Background: an optimization exercise with open tools, aiming at small area. Do not read the settings as production practice.
In this exercise RTL edits were held to simulation tests only and were not proved equivalent to the original.
Power and IR drop assume default switching activity.

==> v35: inputs <==
// snn_block_top
module snn_block_top #(
	parameter int BLOCK_ID = 0,
	parameter int NEURONS = snn_pkg::NUM_NEURONS,
	parameter int ROWS = snn_pkg::NUM_ROWS
) (
	input logic CLK,
	input logic RESET_N,
	input logic [16:0] CFG,			 
	input logic W_VALID,
	input logic [7:0] WEIGHT_IN,		 
	output logic W_REQUEST,
	output logic W_SET_DONE,
	input logic START,
	input logic EN,
	input logic [snn_pkg::DATA_W-1:0] DATA_IN,
	input logic REQUEST,
	output logic FRONT_DONE,
	output logic OUT_SPIKE,
	output logic OUT_SPIKE_VALID,
	output logic BACK_DONE
);
==> module weight_mem, before the edit <==
module weight_mem #(
	parameter int NEURONS = 16,
	parameter int ROWS = 8
) (
	input logic CLK,
	input logic RESET_N,
	input logic wr_en,
	input snn_pkg::row_t wr_row,		 
	input snn_pkg::nidx_t wr_neuron,
	input snn_pkg::weight_t wr_data,
	input snn_pkg::row_t rd_row,
	output snn_pkg::weight_t [NEURONS-1:0] rd_weights
);
	localparam int HALF = NEURONS / 2;
	logic [2:0] ph;
	logic [2:0] ph1;
	logic [NEURONS-1:0][ROWS-1:0][7:0] ring;
	logic [HALF-1:0][7:0] pend;		 
	logic [NEURONS-1:0] ins;
	logic [ROWS-1:0] sel;			 
	assign ph1 = ph + 3'd1;
	always_ff @(posedge CLK or negedge RESET_N) begin
		if (!RESET_N)
			ph <= '0;
		else
			ph <= ph1;
	end
	always_comb begin
		logic hi;
		snn_pkg::row_t prow;
		for (int p = 0; p < HALF; p++) begin
			hi = (wr_neuron > 4'(p + HALF)) || (wr_neuron <= 4'(p));
			prow = (wr_neuron > 4'(p)) ? wr_row : wr_row - 3'd1;
			ins[p] = !hi && (prow == ph1);
			ins[p + HALF] = hi && (prow == ph1);
		end
	end
	always_ff @(posedge CLK) begin
		if (wr_en)
			pend[wr_neuron[2:0]] <= wr_data;
		for (int n = 0; n < NEURONS; n++) begin
			ring[n][0] <= ins[n] ? pend[n % HALF] : ring[n][ROWS-1];
			for (int k = 1; k < ROWS; k++)
				ring[n][k] <= ring[n][k-1];
		end
		for (int k = 0; k < ROWS; k++)
			sel[k] <= (3'(k) == ph1 - rd_row);
	end
	always_comb begin
		for (int n = 0; n < NEURONS; n++) begin
			rd_weights[n] = '0;
			for (int k = 0; k < ROWS; k++)
				rd_weights[n] |= ring[n][k] & {8{sel[k]}};
		end
	end
endmodule
==> module spike_readout, before the edit <==
module spike_readout #(
	parameter int NEURONS = 16
) (
	input logic CLK,
	input logic RESET_N,
	input logic REQUEST,
	input logic FRONT_DONE,
	input snn_pkg::sum_t [NEURONS-1:0] sums,
	input snn_pkg::grp_code_t grp_code,
	input logic [5:0] outputs,
	output logic OUT_SPIKE,
	output logic OUT_SPIKE_VALID,
	output logic BACK_DONE
);
	logic accept;
	logic [4:0] out_lim;
	logic [4:0] rem;				 
	logic seen;						 
	logic [NEURONS-1:0] res;		 
	logic [NEURONS-1:0] res_new;
	logic [NEURONS/2-1:0][12:0] s2;
	logic [NEURONS/4-1:0][13:0] s4;
	assign accept = REQUEST & FRONT_DONE;
	always_comb begin
		logic [4:0] max_out;
		max_out = 5'(NEURONS >> grp_code);
		out_lim = (outputs > 6'(max_out)) ? max_out : outputs[4:0];
	end
	logic [NEURONS/2-1:0][13:0] c2;
	logic [NEURONS/4-1:0][14:0] c4;
	logic [NEURONS/8-1:0][15:0] c8;
	logic [NEURONS/8-1:0] neg8;
	always_comb begin
		logic [12:0] a2, b2;
		logic [13:0] a4, b4;
		logic [14:0] a8, b8;
		for (int j = 0; j < NEURONS/2; j++) begin
			a2 = {sums[2*j][11], sums[2*j]};
			b2 = {sums[2*j+1][11], sums[2*j+1]};
			c2[j][0] = 1'b0;
			for (int b = 0; b < 12; b++) begin
				s2[j][b] = a2[b] ^ b2[b] ^ c2[j][b];
				c2[j][b+1] = (a2[b] & b2[b]) | (a2[b] & c2[j][b]) | (b2[b] & c2[j][b]);
			end
			s2[j][12] = (a2[11] & b2[11]) | (a2[11] & s2[j][11]) | (b2[11] & s2[j][11]);
			c2[j][13] = 1'b0;
		end
		for (int j = 0; j < NEURONS/4; j++) begin
			a4 = {s2[2*j][12], s2[2*j]};
			b4 = {s2[2*j+1][12], s2[2*j+1]};
			c4[j][0] = 1'b0;
			for (int b = 0; b < 13; b++) begin
				s4[j][b] = a4[b] ^ b4[b] ^ c4[j][b];
				c4[j][b+1] = (a4[b] & b4[b]) | (a4[b] & c4[j][b]) | (b4[b] & c4[j][b]);
			end
			s4[j][13] = (a4[12] & b4[12]) | (a4[12] & s4[j][12]) | (b4[12] & s4[j][12]);
			c4[j][14] = 1'b0;
		end
		for (int j = 0; j < NEURONS/8; j++) begin
			a8 = {s4[2*j][13], s4[2*j]};
			b8 = {s4[2*j+1][13], s4[2*j+1]};
			c8[j][0] = 1'b0;
			for (int b = 0; b < 13; b++)
				c8[j][b+1] = (a8[b] & b8[b]) | (a8[b] & c8[j][b]) | (b8[b] & c8[j][b]);
			neg8[j] = (a8[13] & b8[13]) | (a8[13] & ~c8[j][13]) | (b8[13] & ~c8[j][13]);
			c8[j][15:14] = 2'b00;
		end
		for (int j = 0; j < NEURONS; j++) begin
			if (j < NEURONS/8)
				res_new[j] = grp_code[1] ? (grp_code[0] ? ~neg8[j % (NEURONS/8)] : ~s4[j % (NEURONS/4)][13])
					: (grp_code[0] ? ~s2[j % (NEURONS/2)][12] : ~sums[j][11]);
			else if (j < NEURONS/4)
				res_new[j] = grp_code[1] ? ~s4[j % (NEURONS/4)][13]
					: (grp_code[0] ? ~s2[j % (NEURONS/2)][12] : ~sums[j][11]);
			else if (j < NEURONS/2)
				res_new[j] = grp_code[0] ? ~s2[j % (NEURONS/2)][12] : ~sums[j][11];
			else
				res_new[j] = ~sums[j][11];
		end
	end
	always_ff @(posedge CLK or negedge RESET_N) begin
		if (!RESET_N) begin
			rem <= '0;
			seen <= 1'b0;
		end else if (accept) begin
			rem <= out_lim;
			seen <= 1'b1;
		end else if (rem != '0) begin
			rem <= rem - 5'd1;
		end
	end
	always_ff @(posedge CLK) begin
		if (accept)
			res <= res_new;
		else
			res <= res >> 1;
	end
	assign OUT_SPIKE_VALID = (rem != '0);
	assign OUT_SPIKE = OUT_SPIKE_VALID & res[0];
	assign BACK_DONE = seen & (rem == '0);
endmodule
export LEC_CHECK = 0
export CAP_MARGIN = 20
export CORE_MARGIN = 2
export CORE_UTILIZATION = 70
export CTS_BUF_LIST = sky130_fd_sc_hd__clkbuf_8
export CTS_CLUSTER_DIAMETER = 55
export CTS_CLUSTER_SIZE = 18
export SLEW_MARGIN = 20
create_clock -name core_clock -period 25.0 [get_ports {CLK}]
standard.sh (not shown) runs the stock make flow with config.mk's settings and CLKGATE_MAP_FILE= SYNTH_SCRIPT=/design/flow/synth_recipe.tcl, a recipe that flattens the netlist after the stock synthesis.
==> flow/flow/run.sh <==
#!/bin/bash
# The standard layout (standard.sh) with changes that leave the registers
# as the standard synthesis makes them:
#  - after Yosys extracts full adders, fixfa.py picks each adder's polarity
#    (a full adder is self-dual) so fewer inverters sit around the adders;
#  - ABC maps the logic with an area-recovering script (abc_map.script, used in
#    place of ORFS's abc_speed.script);
#  - ports are buffered with buf_1 cells;
#  - clock tree synthesis leaves out dummy loads and uses clkbuf_8 clusters.
# Every other ORFS script is used unchanged from a copy of $FLOW_HOME/scripts.
# standard.sh's output goes to standard.log; ORFS keeps each step's log under
# orfs/logs/.
set -euo pipefail
cd "$(dirname "$0")/.."
rm -rf scripts_local
cp -r "$FLOW_HOME/scripts" scripts_local
cp flow/abc_map.script scripts_local/abc_speed.script
cp flow/fixfa.py scripts_local/fixfa.py
python3 flow/patch_synth.py scripts_local/synth.tcl > patch.log 2>&1
export SCRIPTS_DIR="$PWD/scripts_local"
export BUFFER_PORTS_ARGS="-buffer_cell sky130_fd_sc_hd__buf_1"
export CTS_ARGS="-sink_clustering_enable -repair_clock_nets -dont_use_dummy_load -buf_list sky130_fd_sc_hd__clkbuf_8 -sink_clustering_size 18 -sink_clustering_max_diameter 55"
bash standard.sh > standard.log 2>&1
Other scripts of this flow, unchanged in this note and not shown: flow/flow/abc_map.script, flow/flow/fixfa.py, flow/flow/patch_synth.py
==> inputs of v3, as changes to v35 <==
--- a/flow/config.mk
+++ b/flow/config.mk
@@ -7,7 +7,7 @@
 export LEC_CHECK = 0
 export CAP_MARGIN = 20
 export CORE_MARGIN = 2
-export CORE_UTILIZATION = 70
+export CORE_UTILIZATION = 80
 export CTS_BUF_LIST = sky130_fd_sc_hd__clkbuf_8
 export CTS_CLUSTER_DIAMETER = 55
 export CTS_CLUSTER_SIZE = 18
==> inputs of v32, as changes to v35 <==
--- a/flow/design.v
+++ b/flow/design.v
@@ -83,11 +83,8 @@
 	logic [NEURONS-1:0] ins;
 	logic [ROWS-1:0] sel;			 
 	assign ph1 = ph + 3'd1;
-	always_ff @(posedge CLK or negedge RESET_N) begin
-		if (!RESET_N)
-			ph <= '0;
-		else
-			ph <= ph1;
+	always_ff @(posedge CLK) begin
+		ph <= ph1;
 	end
 	always_comb begin
 		logic hi;
@@ -259,32 +256,27 @@
 			a2 = {sums[2*j][11], sums[2*j]};
 			b2 = {sums[2*j+1][11], sums[2*j+1]};
 			c2[j][0] = 1'b0;
-			for (int b = 0; b < 12; b++) begin
+			for (int b = 0; b < 13; b++) begin
 				s2[j][b] = a2[b] ^ b2[b] ^ c2[j][b];
 				c2[j][b+1] = (a2[b] & b2[b]) | (a2[b] & c2[j][b]) | (b2[b] & c2[j][b]);
 			end
-			s2[j][12] = (a2[11] & b2[11]) | (a2[11] & s2[j][11]) | (b2[11] & s2[j][11]);
-			c2[j][13] = 1'b0;
 		end
 		for (int j = 0; j < NEURONS/4; j++) begin
 			a4 = {s2[2*j][12], s2[2*j]};
 			b4 = {s2[2*j+1][12], s2[2*j+1]};
 			c4[j][0] = 1'b0;
-			for (int b = 0; b < 13; b++) begin
+			for (int b = 0; b < 14; b++) begin
 				s4[j][b] = a4[b] ^ b4[b] ^ c4[j][b];
 				c4[j][b+1] = (a4[b] & b4[b]) | (a4[b] & c4[j][b]) | (b4[b] & c4[j][b]);
 			end
-			s4[j][13] = (a4[12] & b4[12]) | (a4[12] & s4[j][12]) | (b4[12] & s4[j][12]);
-			c4[j][14] = 1'b0;
 		end
 		for (int j = 0; j < NEURONS/8; j++) begin
 			a8 = {s4[2*j][13], s4[2*j]};
 			b8 = {s4[2*j+1][13], s4[2*j+1]};
 			c8[j][0] = 1'b0;
-			for (int b = 0; b < 13; b++)
+			for (int b = 0; b < 14; b++)
 				c8[j][b+1] = (a8[b] & b8[b]) | (a8[b] & c8[j][b]) | (b8[b] & c8[j][b]);
-			neg8[j] = (a8[13] & b8[13]) | (a8[13] & ~c8[j][13]) | (b8[13] & ~c8[j][13]);
-			c8[j][15:14] = 2'b00;
+			neg8[j] = a8[14] ^ b8[14] ^ c8[j][14];
 		end
 		for (int j = 0; j < NEURONS; j++) begin
 			if (j < NEURONS/8)
--- a/flow/flow/run.sh
+++ b/flow/flow/run.sh
@@ -5,7 +5,6 @@
 #    (a full adder is self-dual) so fewer inverters sit around the adders;
 #  - ABC maps the logic with an area-recovering script (abc_map.script, used in
 #    place of ORFS's abc_speed.script);
-#  - ports are buffered with buf_1 cells;
 #  - clock tree synthesis leaves out dummy loads and uses clkbuf_8 clusters.
 # Every other ORFS script is used unchanged from a copy of $FLOW_HOME/scripts.
 # standard.sh's output goes to standard.log; ORFS keeps each step's log under
@@ -18,6 +17,5 @@
 cp flow/fixfa.py scripts_local/fixfa.py
 python3 flow/patch_synth.py scripts_local/synth.tcl > patch.log 2>&1
 export SCRIPTS_DIR="$PWD/scripts_local"
-export BUFFER_PORTS_ARGS="-buffer_cell sky130_fd_sc_hd__buf_1"
 export CTS_ARGS="-sink_clustering_enable -repair_clock_nets -dont_use_dummy_load -buf_list sky130_fd_sc_hd__clkbuf_8 -sink_clustering_size 18 -sink_clustering_max_diameter 55"
 bash standard.sh > standard.log 2>&1
==> summary.txt <==
Timing
  • Final Critical Period: 7.95 ns
  • Slew margin rel.: 0.234

Pwr
  • P_seq: 3.48 mW
  • Sw Pwr: 1.64 mW
  • Sw Share: 0.309
  • P_int: 3.68 mW

Layout
  • Area delta synth->final: 7.19%

Global routing
  • First-pass GRT wire length: ~170000 µm

Status
  • Status: timing/DRC/antenna clean

Clock tree
  • CTS buffer count: 93

Worst setup path
  • R2r setup slk: approximately 17 ns
(the above is from v32)
==> summary.txt <==
Status
  • Status: timing/DRC/antenna clean

Layout
  • Fraction of area in multi-input gates: 0.351
  • Area delta synth->final: 6.15%

Pwr
  • Share of power burned in registers: 0.648
  • Sw Share: 0.314
  • P_int: 3.55 mW
  • Sw Pwr: ~1.6 mW

Worst setup path
  • R2r setup slk: 16.75 ns
  • Setup crit end kind: register

Timing
  • Final Critical Period: about 8.3 ns
  • Slew margin rel.: 0.275

Clock tree
  • CTS buffer count: 87

Logic synthesis
  • Main combinational cell family by area after synthesis: adder cells

Global routing
  • First-pass GRT wire length: 171000 µm
(the above is from v3)
==> summary.txt <==
Timing
  • Final Critical Period: 8.31 ns

Layout
  • Area delta synth->final: 6.60%

Status
  • Status: timing/DRC/antenna clean

Clock tree
  • CTS buffer count: 92

Global routing
  • First-pass GRT wire length: 169000 µm

Pwr
  • P_seq: 3.35 mW
  • Sw Pwr: approximately 1.6 mW
(the above is from v35)

## separate check: timing with driven ports
The results above use ideal ports. As a check the final layouts listed here were re-extracted and re-timed, cells and wires unchanged.
Step 1 assumes that a clkbuf_16 drives the clock port and a buf_2 every other input.
Step 2 also shifts input and output timing later by t, the mid clock arrival at the registers, as if the neighbouring blocks saw the same clock.
Three values: ideal ports, drivers, drivers and shift; two values: the first two.
run	shift t [ns]	setup WS [ns]	worst hold slack (ns)	slew at the worst register clock pin (ns)	worst data-port slew with drivers (ns)
v35	0.775	16.687 / 16.687 / 16.687	0.285 / 0.285 / 0.285	0.11 / 0.11	0.07
v3	0.760	16.750 / 16.750 / 16.750	0.338 / 0.338 / 0.338	0.11 / 0.11	0.08
v32	0.774	17.050 / 17.050 / 17.050	0.304 / 0.304 / 0.304	0.11 / 0.11	0.04
After both steps setup and hold are still met in every run listed.
